Context: an optimization exercise on an open-source flow, tuned for small area. The choices shown serve that exercise and are no tape-out recipe. No functional check of the RTL was part of any run shown here. No activity file was given, so power comes from the tool's default toggle rates.

<file path="design/flow/design.v">
`timescale 1ns/10ps
package rv_ex_pkg;
    localparam logic [5-1:0] ALU_ADD    = 5'd0;
    localparam logic [5-1:0] ALU_SUB    = 5'd1;
    localparam logic [5-1:0] ALU_SLL    = 5'd2;
    localparam logic [5-1:0] ALU_SLT    = 5'd3;
    localparam logic [5-1:0] ALU_SLTU   = 5'd4;
    localparam logic [5-1:0] ALU_XOR    = 5'd5;
    localparam logic [5-1:0] ALU_SRL    = 5'd6;
    localparam logic [5-1:0] ALU_SRA    = 5'd7;
    localparam logic [5-1:0] ALU_OR     = 5'd8;
    localparam logic [5-1:0] ALU_AND    = 5'd9;
    localparam logic [5-1:0] ALU_PASS_B = 5'd10;
    localparam logic [1:0] FWD_REG = 2'b00;
    localparam logic [1:0] FWD_WB  = 2'b01;
    localparam logic [1:0] FWD_MEM = 2'b10;
    localparam int ALU_SRC_PC  = 0;
    localparam int ALU_SRC_IMM = 1;
    localparam logic [2:0] BR_BEQ  = 3'b000;
    localparam logic [2:0] BR_BNE  = 3'b001;
    localparam logic [2:0] BR_JAL  = 3'b010;
    localparam logic [2:0] BR_JALR = 3'b011;
    localparam logic [2:0] BR_BLT  = 3'b100;
    localparam logic [2:0] BR_BGE  = 3'b101;
    localparam logic [2:0] BR_BLTU = 3'b110;
    localparam logic [2:0] BR_BGEU = 3'b111;
    localparam logic [1:0] RES_ALU  = 2'b00;
    localparam logic [1:0] RES_LOAD = 2'b01;
    localparam logic [1:0] RES_PC4  = 2'b10;
endpackage
`timescale 1ns/10ps
module alu (
    input  logic [5-1:0] alu_ctrl,
    input  logic [32-1:0]   alu_in_1,
    input  logic [32-1:0]   alu_in_2,
    output logic [32-1:0]   alu_result
);
    logic                sub;
    logic [32-1:0] b;
    logic [32:0]   sum;
    logic                lt_unsigned;
    logic                lt_signed;
    logic                left;
    logic [32-1:0] sh_in;
    logic [32-1:0] sh_out;
    logic [32-1:0] sh_rev;
    logic                fill;
    assign sub = (alu_ctrl == rv_ex_pkg::ALU_SUB) || (alu_ctrl == rv_ex_pkg::ALU_SLT) ||
                 (alu_ctrl == rv_ex_pkg::ALU_SLTU);
    assign b   = alu_in_2 ^ {32{sub}};
    assign sum = {1'b0, alu_in_1} + {1'b0, b} + {{32{1'b0}}, sub};
    assign lt_unsigned = ~sum[32];
    assign lt_signed   = lt_unsigned ^ alu_in_1[32-1] ^ alu_in_2[32-1];
    assign left = (alu_ctrl == rv_ex_pkg::ALU_SLL);
    assign fill = (alu_ctrl == rv_ex_pkg::ALU_SRA) & alu_in_1[32-1];
    always_comb begin
        for (int i = 0; i < 32; i++)
            sh_in[i] = left ? alu_in_1[32-1-i] : alu_in_1[i];
    end
    assign sh_out = $signed({fill, sh_in}) >>> alu_in_2[4:0];
    always_comb begin
        for (int i = 0; i < 32; i++)
            sh_rev[i] = sh_out[32-1-i];
    end
    always_comb begin
        case (alu_ctrl)
            rv_ex_pkg::ALU_ADD,
            rv_ex_pkg::ALU_SUB:    alu_result = sum[32-1:0];
            rv_ex_pkg::ALU_SLL:    alu_result = sh_rev;
            rv_ex_pkg::ALU_SLT:    alu_result = {{(32-1){1'b0}}, lt_signed};
            rv_ex_pkg::ALU_SLTU:   alu_result = {{(32-1){1'b0}}, lt_unsigned};
            rv_ex_pkg::ALU_XOR:    alu_result = alu_in_1 ^ alu_in_2;
            rv_ex_pkg::ALU_SRL,
            rv_ex_pkg::ALU_SRA:    alu_result = sh_out;
            rv_ex_pkg::ALU_OR:     alu_result = alu_in_1 | alu_in_2;
            rv_ex_pkg::ALU_AND:    alu_result = alu_in_1 & alu_in_2;
            rv_ex_pkg::ALU_PASS_B: alu_result = alu_in_2;
            default:               alu_result = '0;
        endcase
    end
endmodule
`timescale 1ns/10ps
module ex_stage_top (
    input  logic                  clk,
    input  logic                  rst_n,
    input  logic                  id_valid,
    input  logic [32-1:0]   id_rs1_data,
    input  logic [32-1:0]   id_rs2_data,
    input  logic [32-1:0]   id_imm,
    input  logic [32-1:0]   id_pc,
    input  logic [5-1:0] id_rs1,
    input  logic [5-1:0] id_rs2,
    input  logic [5-1:0] id_rd,
    input  logic [5-1:0] id_alu_ctrl,
    input  logic [1:0]            id_alu_src,
    input  logic [2:0]            id_branch_cond,
    input  logic                  id_branch_valid,
    input  logic [1:0]            id_result_src,
    input  logic                  id_mem_write,
    input  logic                  id_reg_write,
    input  logic [32-1:0]   mem_load_data,
    output logic                  pc_src,
    output logic [32-1:0]   branch_target,
    output logic [32-1:0]   mem_alu_result,
    output logic [32-1:0]   mem_store_data,
    output logic [5-1:0] mem_rd,
    output logic                  mem_write,
    output logic                  mem_reg_write,
    output logic [32-1:0]   wb_result,
    output logic [5-1:0] wb_rd,
    output logic                  wb_reg_write
);
    logic [32-1:0]   ex_alu_result;
    logic [32-1:0]   ex_store_data;
    logic [32-1:0]   ex_pc;
    logic [5-1:0] ex_rd;
    logic [1:0]            ex_result_src;
    logic                  ex_mem_write;
    logic                  ex_reg_write;
    logic [1:0]            mem_result_src;
    logic [32-1:0]   mem_pc_plus4;
    logic                  bubble;
    logic [32-1:0]   wb_next;
    logic                  fwd_mem_a, fwd_wb_a, fwd_mem_b, fwd_wb_b;
    logic [32-1:0]   op_a;
    logic [32-1:0]   op_b;
    logic [32-1:0]   alu_in_1;
    logic [32-1:0]   alu_in_2;
    logic [32-1:0]   alu_result;
    logic [32:0]     diff;
    logic                  eq, lt_u, lt_s, taken;
    logic                  is_jalr;
    logic [32-1:0]   target_sum;
    assign bubble = pc_src || !id_valid;
    always_comb begin
        case (mem_result_src)
            rv_ex_pkg::RES_LOAD: wb_next = mem_load_data;
            rv_ex_pkg::RES_PC4:  wb_next = mem_pc_plus4;
            default:             wb_next = mem_alu_result;
        endcase
    end
    assign fwd_mem_a = ex_reg_write && (ex_rd != '0) && (ex_rd == id_rs1);
    assign fwd_mem_b = ex_reg_write && (ex_rd != '0) && (ex_rd == id_rs2);
    assign fwd_wb_a  = mem_reg_write && (mem_rd != '0) && (mem_rd == id_rs1);
    assign fwd_wb_b  = mem_reg_write && (mem_rd != '0) && (mem_rd == id_rs2);
    assign op_a = fwd_mem_a ? ex_alu_result : (fwd_wb_a ? wb_next : id_rs1_data);
    assign op_b = fwd_mem_b ? ex_alu_result : (fwd_wb_b ? wb_next : id_rs2_data);
    assign alu_in_1 = id_alu_src[rv_ex_pkg::ALU_SRC_PC]  ? id_pc  : op_a;
    assign alu_in_2 = id_alu_src[rv_ex_pkg::ALU_SRC_IMM] ? id_imm : op_b;
    alu i_alu (
        .alu_ctrl   (id_alu_ctrl),
        .alu_in_1   (alu_in_1),
        .alu_in_2   (alu_in_2),
        .alu_result (alu_result)
    );
    assign diff = {1'b0, op_a} + {1'b0, ~op_b} + {{32{1'b0}}, 1'b1};
    assign eq   = (op_a == op_b);
    assign lt_u = ~diff[32];
    assign lt_s = lt_u ^ op_a[32-1] ^ op_b[32-1];
    always_comb begin
        case (id_branch_cond)
            rv_ex_pkg::BR_BEQ:  taken = eq;
            rv_ex_pkg::BR_BNE:  taken = ~eq;
            rv_ex_pkg::BR_BLT:  taken = lt_s;
            rv_ex_pkg::BR_BGE:  taken = ~lt_s;
            rv_ex_pkg::BR_BLTU: taken = lt_u;
            rv_ex_pkg::BR_BGEU: taken = ~lt_u;
            default:            taken = 1'b1;
        endcase
    end
    assign is_jalr    = (id_branch_cond == rv_ex_pkg::BR_JALR);
    assign target_sum = (is_jalr ? op_a : id_pc) + id_imm;
    always_ff @(posedge clk or negedge rst_n) begin
        if (!rst_n) begin
            pc_src        <= 1'b0;
            ex_mem_write  <= 1'b0;
            ex_reg_write  <= 1'b0;
            mem_write     <= 1'b0;
            mem_reg_write <= 1'b0;
            wb_reg_write  <= 1'b0;
        end else begin
            pc_src        <= id_branch_valid && !bubble && taken;
            ex_mem_write  <= id_mem_write && !bubble;
            ex_reg_write  <= id_reg_write && !bubble;
            mem_write     <= ex_mem_write;
            mem_reg_write <= ex_reg_write;
            wb_reg_write  <= mem_reg_write;
        end
    end
    always_ff @(posedge clk) begin
        ex_alu_result  <= alu_result;
        ex_store_data  <= op_b;
        branch_target  <= {target_sum[32-1:1], target_sum[0] & ~is_jalr};
        ex_pc          <= id_pc;
        ex_rd          <= id_rd;
        ex_result_src  <= id_result_src;
        mem_alu_result <= ex_alu_result;
        mem_store_data <= ex_store_data;
        mem_rd         <= ex_rd;
        mem_result_src <= ex_result_src;
        mem_pc_plus4   <= ex_pc + 32'd4;
        wb_result      <= wb_next;
        wb_rd          <= mem_rd;
    end
endmodule
</file>
<file path="design/flow/run.sh">
#!/bin/bash
# synth_recipe.tcl (not shown) runs the flow's synth.tcl, then flattens the netlist and writes it again
# the make line also repeats each setting of config.mk as NAME=value (left out here)
make -C /OpenROAD-flow-scripts/flow DESIGN_CONFIG=/design/flow/config.mk WORK_HOME=/design/flow/orfs CLKGATE_MAP_FILE= SYNTH_SCRIPT=/design/flow/synth_recipe.tcl finish
</file>
<file path="design/flow/config.mk">
export PLATFORM = sky130hd
export DESIGN_NAME = ex_stage_top
export DESIGN_NICKNAME = ex_stage_top
export VERILOG_FILES = /design/flow/design.v
export SDC_FILE = /design/flow/constraint.sdc
export NUM_CORES = 4
export LEC_CHECK = 0
export CAP_MARGIN = 20
export CORE_MARGIN = 2
export CORE_UTILIZATION = 40
export SETUP_SLACK_MARGIN = 0.2
export SLEW_MARGIN = 20
</file>
<file path="design/flow/constraint.sdc">
create_clock -name core_clock -period 7.0 [get_ports {clk}]
set_input_delay 1.4000 -clock core_clock [delete_from_list [all_inputs] [get_ports {clk}]]
set_output_delay 1.4000 -clock core_clock [all_outputs]
set_load 0.01 [all_outputs]
</file>
==> metrics.md, run 1 <==
| Metric | Value |
|---|---|
| Synth Instances | 2431 |
| Starting Density | 40.5% |
| RSZ-0062 raised after global routing | false |
| PortBufs | 334 |
| CTS root buffer | clkbuf_16 |
| Yosys top cell by area | dfxtp_1 |
| Worst-case reg-to-reg path depth | 21 |
| DR vias | 21400 |
| Worst setup EP type | flop |
| Share of layout cells above drive strength 1 | 11.9% |
| Post-synth EDFFs | 0 |
| GP Congestion | 1.02 |
| Final hold viol count | 0 |
| Post-Syn Area | 19800 µm² |
| Fin crit share | 92.3% |
| Critical Path Start Type | primary input |
| Async set-reset flop share out of synthesis | 2.14% |
| First-pass GRT wire length | 141000 µm |
| Setup TNS | 0 ns |
| Critical Path Start | id_rs2[2] |
| Worst hold stages | 0 |
| Max Fclk | 155 MHz |
| Die area | 51200 µm² |
| Drt total wl | 100000 µm |
| Most used DFF post-synth | dfxtp_1 |
| Arrival time at the worst endpoint | 7.01 ns |
| Pwr per Cell Area | 223 nW/µm² |
| Worst min path class | reg2reg |
| Leak pwr | 0.0109 µW |
| CTS sink cnt | 281 |
| FF-to-FF Start | mem_rd[2] |
| Die H | 226 µm |
| Met3 Wirelength | 9330 µm |
| I/O Pins | 335 |
| FF+latch count, synth | 281 |
| Crit path kind | in2reg |
| CTS H-tree depth | 1 |
| Final nets | 3190 |
| Largest net degree at the start of global routing | 54 |
| Top post-synthesis cells by area | dfxtp_1, ha_1, mux2i_1 |
| Remaining antenna violation count | 0 |
| CTS buffer count | 31 |
| Congestion Overflow GR | 0 |
| Drt drc | 0 |
| Vias/cell | 6.07 |
| Worst R2R Setup Slack | 1.09 ns |
| Tmin final | 6.46 ns |
| Req. time, crit path | 7.55 ns |
| Synth Warn # | 2 |
| CTS tree | done |
| RR Endpoint | ex_alu_result[30] |
| Util after Layout | 53.2% |
| Worst Path Max Fanout | 6 |
| Syn_area_per_cell | 8.13 µm² |
| Hold Path End | mem_store_data[16] |
| Yosys cell types | 96 |
| Top-count cell post-synth | nand2_1 |
| Routed wire length per instance | 28.5 µm |
| Worst rel slew slack | 23.3% |
| Highest metal used | met5 |
| Setup violators final | 0 |
| Hpwl dp | 82000 µm |
| WL met2 | 44400 µm |
| Gr usage total | 38.2% |
| Hold_sp | ex_store_data[16] |
| Sequential cell area fraction in the yosys report | 28.6% |
| Clock Latency Late Sink | 0.60 ns |
| Initial antenna violation count | 8 |
| Clk_skew | 0.0342 ns |
| Final Max Tran Viols | 0 |
| Longest Clk Path Bufs | 3 |
| Vias in the first global route | 19983 |
| Std cell rows | 81 |
| First drt pass iteration count | 6 |
| Status | finished clean |
| CORE AREA | 48800 µm² |
| Post-synth top cells | nand2_1, dfxtp_1, o21ai_0 |
| Clock transition at the registers of the reported paths | 0.07 ns |
| Chip width | 226 µm |
| Setup repair bufs after CTS | 0 |
| Top-area cell type share of the netlist area | 27.9% |
| Post-Route M1 WL | 42800 µm |
| CTS Hold Bufs | 0 |
| Maximum VDD drop | 148 µV |
| Iter 0 DRT Violations | 2666 |
| Max-cap violations | 0 |
| Area grow syn2layout | 31.4% |
| Slew @ Worst Pin | 1.14 ns |
| Mapped Nets | 2787 |
| CTS resizes | 0 |
-- worst max path at each step --
stage	to	slack [ns]	depth (start not counted)
6_report	ex_alu_result[30]	0.54	22
5_1_grt	ex_alu_result[28]	0.21	22
4_1_cts	ex_alu_result[30]	0.72	22
3_5_place_dp	ex_alu_result[30]	0.13	22
3_3_place_gp	ex_alu_result[30]	0.18	22
2_1_floorplan	ex_alu_result[30]	0.63	22
-- registers in the layout (all words and copies together) (netlist names) --
| signal | flops |
|---|---|
| mem_store_data | 32 |
| ex_rd | 5 |
| mem_rd | 5 |
| wb_rd | 5 |
| ex_pc | 32 |
| wb_result | 32 |
| wb_reg_write | 1 |
| ex_mem_write | 1 |
| pc_src | 1 |
| ex_result_src | 2 |
| mem_alu_result | 32 |
| ex_reg_write | 1 |
| mem_write | 1 |
| branch_target | 32 |
| mem_result_src | 2 |
| ex_store_data | 32 |
| mem_reg_write | 1 |
| ex_alu_result | 32 |
| mem_pc_plus4 | 32 |
-- through the flow --
stage / setup slack (ns) / area [µm²] / hold slack [ns] / power (µW) / std cells
CTS: 0.721 / 26000 / 0.326 / 5750 / 3522
floorplan: 0.633 / 19800 / 0.310 / 2870 / 2431
finish: 0.542 / 26000 / 0.326 / 5790 / 3524
global route: 0.206 / 26000 / 0.331 / 5990 / 3523
global placement: 0.183 / 24800 / 0.310 / 3830 / 3465
detailed placement: 0.131 / 24800 / 0.312 / 3840 / 3465
-- per-layer routing --
metal  GRT usage (%)  vias up
li1                -     9625
met1            51.5    10412
met2            60.8     1192
met3            6.92      167
met4            13.9        4
met5               0        -
-- worst max-delay path: stages --
cell and delay, ns:
clkdlybuf4s50_1 0.49, xnor2_1 0.30, o211ai_1 0.27, nor2_4 0.21, buf_4 0.19, mux2i_1 0.08, o21ai_0 0.55, mux2i_1 0.24
xnor2_1 0.18, ha_1 0.31, o21ai_0 0.29, nand2b_1 0.13, and2_1 0.19, a32o_1 0.33, a211oi_1 0.30, o21ai_0 0.21
a41oi_1 0.39, o21ba_2 0.22, nor2_1 0.05, o31ai_1 0.26, mux2_2 0.37, nand2_1 0.05
-- cells in the final DEF (no fill, tap or decap), drive strengths merged, types with 27 or more instances in the layout --
cell type        n
clkbuf          37
inv            147
a21oi          112
a211oi          27
a31oi           29
ha             161
o221ai          45
a21o            43
o21ai          198
nor2           158
clkdlybuf4s50  333
nand2          292
buf            179
dfxtp          275
a22oi           47
mux2            50
xnor2          107
nand3          108
mux2i          112
-- report_power, final --
part | internal (µW) | switching, µW
logic | 846 | 1130
registers | 1760 | 127
clock network | 1160 | 757
-- final cells by class --
type	instances	area [µm²]
flip-flops and latches	281	5660
fillers	4711	22900
diodes	2	5.00
multi-input cells	1863	13100
repair buffers	512	4690
inverters	145	547
clock buffers	37	838
well taps	664	831
clock inverters	20	348
-- cell families (layout without fill, tap and decap cells) --
family | count (synthesis) | count (layout) | synth area share (%)
AOI/OAI and AO/OA | 690 | 690 | 23.6
xor gates and xnor gates | 133 | 133 | 5.89
adders and majority gates | 163 | 163 | 10.4
buffers and inverters | 287 | 714 | 5.68
DFF | 281 | 281 | 28.6
muxes | 173 | 173 | 9.83
other | 0 | 2 | 0
and+or+nand+nor | 704 | 704 | 16.0
==> run 2, diff against run 1 <==
--- a/design/flow/config.mk
+++ b/design/flow/config.mk
@@ -7,6 +7,7 @@
 export LEC_CHECK = 0
 export CAP_MARGIN = 20
 export CORE_MARGIN = 2
-export CORE_UTILIZATION = 40
-export SETUP_SLACK_MARGIN = 0.2
+export CORE_UTILIZATION = 55
+export CTS_BUF_LIST = sky130_fd_sc_hd__clkbuf_4
+export SETUP_SLACK_MARGIN = 0
 export SLEW_MARGIN = 20
==> metrics.md, run 2 <==
| Metric | Value |
|---|---|
| Area grow syn2layout | 27.3% |
| Worst Path Max Fanout | 22 (+16) |
| Routed wire length per instance | 28.4 µm (-0.33%) |
| Drt drc | 0 (unchanged) |
| DR vias | 22740 (+6.3%) |
| Sequential cell area fraction in the yosys report | 28.6% (unchanged) |
| Iter 0 DRT Violations | 3806 (+43%) |
| Async set-reset flop share out of synthesis | 2.14% (unchanged) |
| CTS tree | done |
| Syn_area_per_cell | 8.13 µm² (unchanged) |
| First-pass GRT wire length | 139000 µm (-1.4%) |
| Post-synth EDFFs | 0 (unchanged) |
| Congestion Overflow GR | 0 (unchanged) |
| Final nets | 3188 (-0.063%) |
| Crit path kind | in2reg |
| Vias/cell | 6.78 (+12%) |
| FF+latch count, synth | 281 (unchanged) |
| Status | finished clean |
| CTS Hold Bufs | 0 (unchanged) |
| Initial antenna violation count | 6 (-2) |
| Hpwl dp | 72500 µm (-12%) |
| Synth Warn # | 2 (unchanged) |
| CTS resizes | 0 (unchanged) |
| Slew @ Worst Pin | 1.13 ns (-0.00916 ns) |
| Drt total wl | 95300 µm (-5.1%) |
| Yosys cell types | 96 (unchanged) |
| Std cell rows | 69 (-15%) |
| Setup violators final | 0 (unchanged) |
| PortBufs | 334 (unchanged) |
| Mapped Nets | 2787 (unchanged) |
| Top-count cell post-synth | nand2_1 |
| Chip width | 194 µm (-14%) |
| Clock transition at the registers of the reported paths | 0.07 ns (about the same) |
| CTS root buffer | clkbuf_4 |
| Die H | 194 µm (-14%) |
| Gr usage total | 49.0% (+11 points) |
| CP max-delay cell | clkdlybuf4s50_1 |
| Tmin final | 6.45 ns (-0.00462 ns) |
| Crit-path cells | clkdlybuf4s50_1 -> xnor2_1 -> o2111ai_2 -> buf_4 -> o21ai_0 -> a31o_2 -> inv_1 -> a21boi_0 -> buf_4 -> inv_1 -> ha_1 -> a21oi_1 -> o211ai_1 -> buf_4 -> a32o_1 -> a211oi_1 -> o21ai_0 -> a41oi_1 -> buf_4 -> o21ba_2 -> nor2_1 -> o31ai_1 -> mux2_2 -> nand2_1 |
| Req. time, crit path | 7.71 ns (+0.16 ns) |
| Most used DFF post-synth | dfxtp_1 |
| Worst min path class | reg2reg |
| Vias in the first global route | 21769 (+8.9%) |
| Clock Latency Late Sink | 0.79 ns (+0.19 ns) |
| Max-cap violations | 0 (unchanged) |
| First drt pass iteration count | 19 (+13) |
| Max Fclk | 155 MHz (about the same) |
| Pwr per Cell Area | 212 nW/µm² (-4.8%) |
| Critical Path Start Type | primary input |
| Most frequent CP cell | buf_4 |
| Worst setup EP type | flop |
| RSZ-0062 raised after global routing | false |
| Largest net degree at the start of global routing | 54 (unchanged) |
| Final Max Tran Viols | 0 (unchanged) |
| Maximum VDD drop | 181 µV (+22%) |
| Leak pwr | 0.0107 µW (-2.0%) |
| Die area | 37500 µm² (-27%) |
| Synth Instances | 2431 (unchanged) |
| CTS buffer count | 76 (+150%) |
| Post-synth top cells | nand2_1, dfxtp_1, o21ai_0 |
| Clk_skew | 0.0494 ns (+0.0153 ns) |
| Share of layout cells above drive strength 1 | 12.3% (+0.42 points) |
| Post-Syn Area | 19800 µm² (unchanged) |
| GP Congestion | 1.11 (+8.8%) |
| Commonest non-fill, non-tap cell in the layout | clkdlybuf4s50_1 |
| Commonest cells after routing, fill and taps aside | clkdlybuf4s50_1, nand2_1, dfxtp_1 |
| Setup repair bufs after CTS | 0 (unchanged) |
| Top post-synthesis cells by area | dfxtp_1, ha_1, mux2i_1 |
| CORE AREA | 35500 µm² (-27%) |
| Top-area cell type share of the netlist area | 27.9% (unchanged) |
| CP peak stage delay | 0.53 ns (-0.02 ns) |
| Setup TNS | 0 ns (unchanged) |
| Worst rel slew slack | 23.9% (+0.62 points) |
| Arrival time at the worst endpoint | 7.17 ns (+0.16 ns) |
| Final Power | 5340 µW (-7.8%) |
| CTS H-tree depth | 3 (+2) |
| Longest Clk Path Bufs | 3 (unchanged) |
| Starting Density | 55.7% (+15 points) |
| I/O Pins | 335 (unchanged) |
| Remaining antenna violation count | 0 (unchanged) |
| CTS sink cnt | 281 (unchanged) |
| Final hold viol count | 0 (unchanged) |
| Fin crit share | 92.2% (about the same) |
| Yosys top cell by area | dfxtp_1 |
run 2: cell counts after synthesis:
No cell type changed its count.
run 2: cell families after synthesis:
kind of cell             count (synthesis)  synth area share [%]
AND/OR/NAND/NOR                        704                  16.0
AO/OA/AOI/OAI                          690                  23.6
buffers and inverters                  287                  5.68
flip-flops                             281                  28.6
multiplexers                           173                  9.83
adder cells (fa/ha/maj)                163                  10.4
XOR/XNOR                               133                  5.89
run 2: area by class of cell:
| cell class | instances | area [µm²] |
|---|---|---|
| clock buffer | 108 | 811 |
| antenna | 3 | 7.51 |
| fill | 2638 | 10300 |
| tap | 461 | 577 |
| timing repair buffer | 465 | 4360 |
| sequential | 281 | 5660 |
| multi-input combinational | 1863 | 13100 |
| clock inverter | 28 | 154 |
| inverter | 145 | 547 |
run 2: metrics by stage:
step | cells | util, % | cell area, µm² | setup slack (ns) | hold WS [ns]
4_1_cts | 3351 | 70.9 | 25200 | 0.779 | 0.294
6_report | 3354 | 70.9 | 25200 | 0.547 | 0.297
3_3_place_gp | 3215 | 68.2 | 24200 | 0.184 | 0.310
5_1_grt | 3353 | 70.9 | 25200 | 0.380 | 0.316
3_5_place_dp | 3215 | 68.2 | 24200 | 0.0422 | 0.312
2_1_floorplan | 2431 | - | 19800 | 0.633 | 0.310
run 2: critical path: cells and delay by family:
family          cells  cell delay, ns
fa+ha+maj           1            0.35
compound gates     12            3.10
xor+xnor            1            0.33
buf+inv             7            1.48
mux                 1            0.37
simple gates        2            0.10
run 2: final timing paths:
kind,slack [ns],startpoint,end,cells past startpoint
setup / recovery,0.55,id_rs1[4],ex_alu_result[30],24
hold / removal,0.30,ex_store_data[27],mem_store_data[27],0
setup reg to reg,0.80,ex_rd[0],ex_alu_result[30],23
hold reg to reg,0.30,ex_store_data[27],mem_store_data[27],0
max in group asynchronous,5.84,rst_n,ex_mem_write,1
min in group asynchronous,0.89,rst_n,mem_write,1
run 2: layer usage:
metal | vias up | GRT usage (%) | share of wire (%)
li1 | 9666 | - | -
met1 | 10587 | 60.0 | 36
met2 | 1997 | 74.9 | 43
met3 | 486 | 13.7 | 14
met4 | 4 | 33.1 | 8.2
met5 | - | 0 | 0.025
run 2: report_power, final:
part | leakage (µW) | internal [µW] | total (µW) | switching (µW)
Combinational | 0.00775 | 815 | 1920 | 1110
Sequential | 0.00238 | 1760 | 1900 | 134
Clock | 0.000576 | 754 | 1520 | 762
Total | 0.0107 | 3330 | 5340 | 2010

## afterwards: timing with drivers on the ports
The flow's constraints put no driver on any port. The routed layouts listed below were extracted and timed again, unchanged, in two steps. Step 1 sets driving cells, clkbuf_16 on the clock port and buf_2 on the other inputs (assumed; they add their load-dependent delay and slew). Step 2 also shifts input and output timing later by t, the mid clock arrival at the registers, as if the neighbouring blocks saw the same clock. a / b / c = ideal ports / drivers / drivers and shift; a / b = the first two.
| run | shift t [ns] | setup slack, ns | pins driven straight from the clock port |
|---|---|---|---|
| run 1 | 0.647 | 0.542 / 0.583 / -0.064 | 1 |
| run 2 | 0.814 | 0.547 / 0.571 / -0.243 | 1 |
Met with ideal ports but missed after step 2: setup timing in run 1 and run 2. For run 2, which loses most, drivers alone change the setup slack by +0.024 ns; drivers and shift together by -0.790 ns.
